What follows belongs to an exercise in optimizing a design on an open flow for small area, a short achievable clock period and few clock cycles per item; a production flow would make more cautious choices. In this exercise RTL edits were held to simulation tests only and were not proved equivalent to the original.

==> wip/delta <==
Design per_sensor_running_average_alarm, start of the top module:
module per_sensor_running_average_alarm (
    input  wire logic        i_clk,
    input  wire logic        i_rst_n,
    input  wire logic        i_in_valid,
    output logic             o_in_ready,
    input  wire logic [31:0] i_in_data,
    output logic             o_out_valid,
    input  wire logic        i_out_ready,
    output logic [33:0]      o_out_data,
    input  wire logic        i_cfg_we,
    input  wire logic        i_cfg_idx,
    input  wire logic [15:0] i_cfg_data
);
    logic               hold;
    logic               en;
    logic [SLOTS-1:0]   eq, free;
    logic               full, full1;
    logic [SLOTS-1:0]   free_e;
    logic               full_e;
    logic               fwd2;
    logic [16*KEEP-1:0] rd_s;
    logic [1:0]         rd_c;
    logic               res_v;
    logic [33:0]        res_data;
    logic signed [15:0] r_cold, r_hot;
    logic               r1_v, r1_f;
    logic [15:0]        r1_id, r1_t;
    logic [SLOTS-1:0]   r1_m;
    logic               r2_v, r2_new, r2_unk;
    logic [15:0]        r2_id, r2_t;
    logic [SLOTS-1:0]   r2_sel;
  ...
Settings: LEC_CHECK=0, CAP_MARGIN=20, CORE_MARGIN=2, CORE_UTILIZATION=50, CTS_CLUSTER_DIAMETER=70, CTS_CLUSTER_SIZE=28, PLACE_DENSITY=0.65, SETUP_SLACK_MARGIN=5.0, SLEW_MARGIN=20, SYNTH_MEMORY_MAX_BITS=16384, TNS_END_PERCENT=100; clock period 8.0 ns.
run.sh (not shown) runs the stock make flow with config.mk's settings and CLKGATE_MAP_FILE= SYNTH_SCRIPT=/design/flow/synth_recipe.tcl, a recipe that flattens the netlist after the stock synthesis.
==> wip/tundra: changes against wip/delta <==
--- a/flow/design.v
+++ b/flow/design.v
@@ -266,14 +266,15 @@
             r6_n    <= r5_n;
         end
     end
     logic [15:0] q3, q5;
     logic        rnz3, rnz5;
     logic [15:0] quo6;
     logic        inc6;
+    logic [15:0] mean6;
     psra_quo3 u_quo3 (.i_sum(r6_sum[15:0]), .i_rin(r6_rin3), .o_quo(q3), .o_rnz(rnz3));
     psra_quo5 u_quo5 (.i_sum(r6_sum[15:0]), .i_rin(r6_rin5), .o_quo(q5), .o_rnz(rnz5));
     always_comb begin
         if (r6_n[0]) begin
             quo6 = r6_sum[15:0];
             inc6 = 1'b0;
         end else if (r6_n[1]) begin
@@ -285,48 +286,45 @@
         end else if (r6_n[2]) begin
             quo6 = q3;
             inc6 = r6_sum[18] & rnz3;
         end else begin
             quo6 = q5;
             inc6 = r6_sum[18] & rnz5;
         end
+        mean6 = quo6 + 16'(inc6);
     end
     logic                    r7_v, r7_unk;
     logic [15:0]             r7_id;
-    logic [15:0]             r7_quo;
-    logic                    r7_inc;
+    logic signed [15:0]      r7_mean;
     always_ff @(posedge i_clk) begin
         if (!i_rst_n) begin
             r7_v <= 1'b0;
         end else if (i_en) begin
             r7_v <= r6_v;
         end
         if (i_en) begin
-            r7_unk <= r6_unk;
-            r7_id  <= r6_id;
-            r7_quo <= quo6;
-            r7_inc <= inc6;
+            r7_unk  <= r6_unk;
+            r7_id   <= r6_id;
+            r7_mean <= mean6;
         end
     end
-    logic signed [15:0] mean7;
-    logic [1:0]         st7;
+    logic [1:0] st7;
     always_comb begin
-        mean7 = r7_quo + 16'(r7_inc);
-        if (mean7 < i_cold) begin
+        if (r7_mean < i_cold) begin
             st7 = ST_COLD;
-        end else if (mean7 > i_hot) begin
+        end else if (r7_mean > i_hot) begin
             st7 = ST_HOT;
         end else begin
             st7 = ST_NORMAL;
         end
         o_v = r7_v;
         if (r7_unk) begin
             o_data = {r7_id, 16'h0000, ST_UNKNOWN};
         end else begin
-            o_data = {r7_id, mean7, st7};
+            o_data = {r7_id, r7_mean, st7};
         end
     end
 endmodule
 `default_nettype wire
 `default_nettype none
 module psra_rem3 (
     input  wire logic [18:0] i_sum,
@@ -592,23 +590,21 @@
         full_e = r2_new ? full1 : full;
         hit    = |r1_m;
         sel    = r1_f ? r2_sel : (hit ? r1_m : free_e);
         unk    = r1_f ? r2_unk : (!hit && full_e);
         claim  = r1_v && !r1_f && !hit && !full_e;
     end
     always_ff @(posedge i_clk) begin
-        r2_sel <= ({SLOTS{en && r1_v}} & sel) | ({SLOTS{!en}} & r2_sel);
-    end
-    always_ff @(posedge i_clk) begin
         if (!i_rst_n) begin
             r2_v <= 1'b0;
         end else if (en) begin
             r2_v <= r1_v;
         end
         if (en) begin
+            r2_sel <= r1_v ? sel : '0;
             r2_new <= claim;
             r2_unk <= unk;
             r2_id  <= r1_id;
             r2_t   <= r1_t;
         end
     end
     psra_dp u_dp (
==> flow/config.mk (replaced) <==
export PLATFORM = sky130hd
export DESIGN_NAME = per_sensor_running_average_alarm
export DESIGN_NICKNAME = per_sensor_running_average_alarm
export VERILOG_FILES = /design/flow/design.v
export SDC_FILE = /design/flow/constraint.sdc
export NUM_CORES = 4
export LEC_CHECK = 0
export CAP_MARGIN = 20
export CORE_MARGIN = 2
export CORE_UTILIZATION = 58
export CTS_CLUSTER_DIAMETER = 70
export CTS_CLUSTER_SIZE = 28
export PLACE_DENSITY = 0.7
export SETUP_SLACK_MARGIN = 4.9
export SLEW_MARGIN = 20
export SYNTH_MEMORY_MAX_BITS = 16384
==> impl_metrics.toml <==
[floorplanning]
start_util = 0.502

[grt]
antenna_found_initial = 68
grt_max_degree = 204

[cells_and_area]
seq_share = 0.705
final_cell_mix = "edfxtp_1 (5721), a22o_1 (1060), a221oi_1 (1025)"
fin_area_mm2 = 0.248

[routing]
wl_met3_mm = 138
wl_met2_mm = 361

[synth]
synth_common_cells = "edfxtp_1 (5721), a22o_1 (1060), a221oi_1 (1045)"

[status]
outcome = "finished clean"

[power_and_ir_drop]
comb_power_w = 0.00417
cell_internal_pwr_w = 0.0436

[sta]
fin_ws_ns = 4.81
-- figures above: wip/delta

==> impl_metrics.toml <==
[cells_and_area]
seq_share = 0.713
final_cell_mix = "edfxtp_1 (5784), a22o_1 (1074), a221oi_1 (1036)"
fin_area_mm2 = 0.246

[routing]
wl_met2_mm = 354
drtAntennaViolNets = 1
wl_met3_mm = 163

[synth]
synth_common_cells = "edfxtp_1 (5784), a22o_1 (1074), a221oi_1 (1057)"

[sta]
fin_ws_ns = 4.48

[status]
outcome = "failed layout checks"
violatedChecks = "antenna violations"

[power_and_ir_drop]
cell_internal_pwr_w = 0.0428
comb_power_w = 0.00386

[floorplanning]
start_util = 0.584
-- figures above: wip/tundra

Testbench counts of wip/delta, summed over its fixed seeds: cycles 16,064, items 16,000.
Testbench counts of wip/tundra, summed over its fixed seeds: cycles 16,064, items 16,000.

==> re-timing with driven ports <==
The flow's constraints put no driver on any port. The routed layouts listed below were extracted and timed again, unchanged, in two steps.
Step 1, drivers: a clkbuf_16 drives i_clk and a buf_2 each remaining input, both assumed.
Step 2 times the ports against the registers' clock, not the clock port: input delays grow and output delays shrink by t, the midpoint of the rising clock arrivals with the driver on.
Three values: no drivers, after step 1, after step 2; two values: the first two.
| run | t (ns) | slack for setup (ns) | worst hold slack (ns) | worst data-port slew with drivers (ns) |
|---|---|---|---|---|
| wip/delta | 1.150 | 4.810 / 4.789 / 3.790 | 0.397 / 0.397 / 0.397 | 0.29 |
| wip/tundra | 1.095 | 4.485 / 4.485 / 3.921 | 0.414 / 0.414 / 0.414 | 0.08 |
For wip/delta, which loses most, drivers alone change the setup slack by -0.021 ns; drivers and shift together by -1.020 ns.
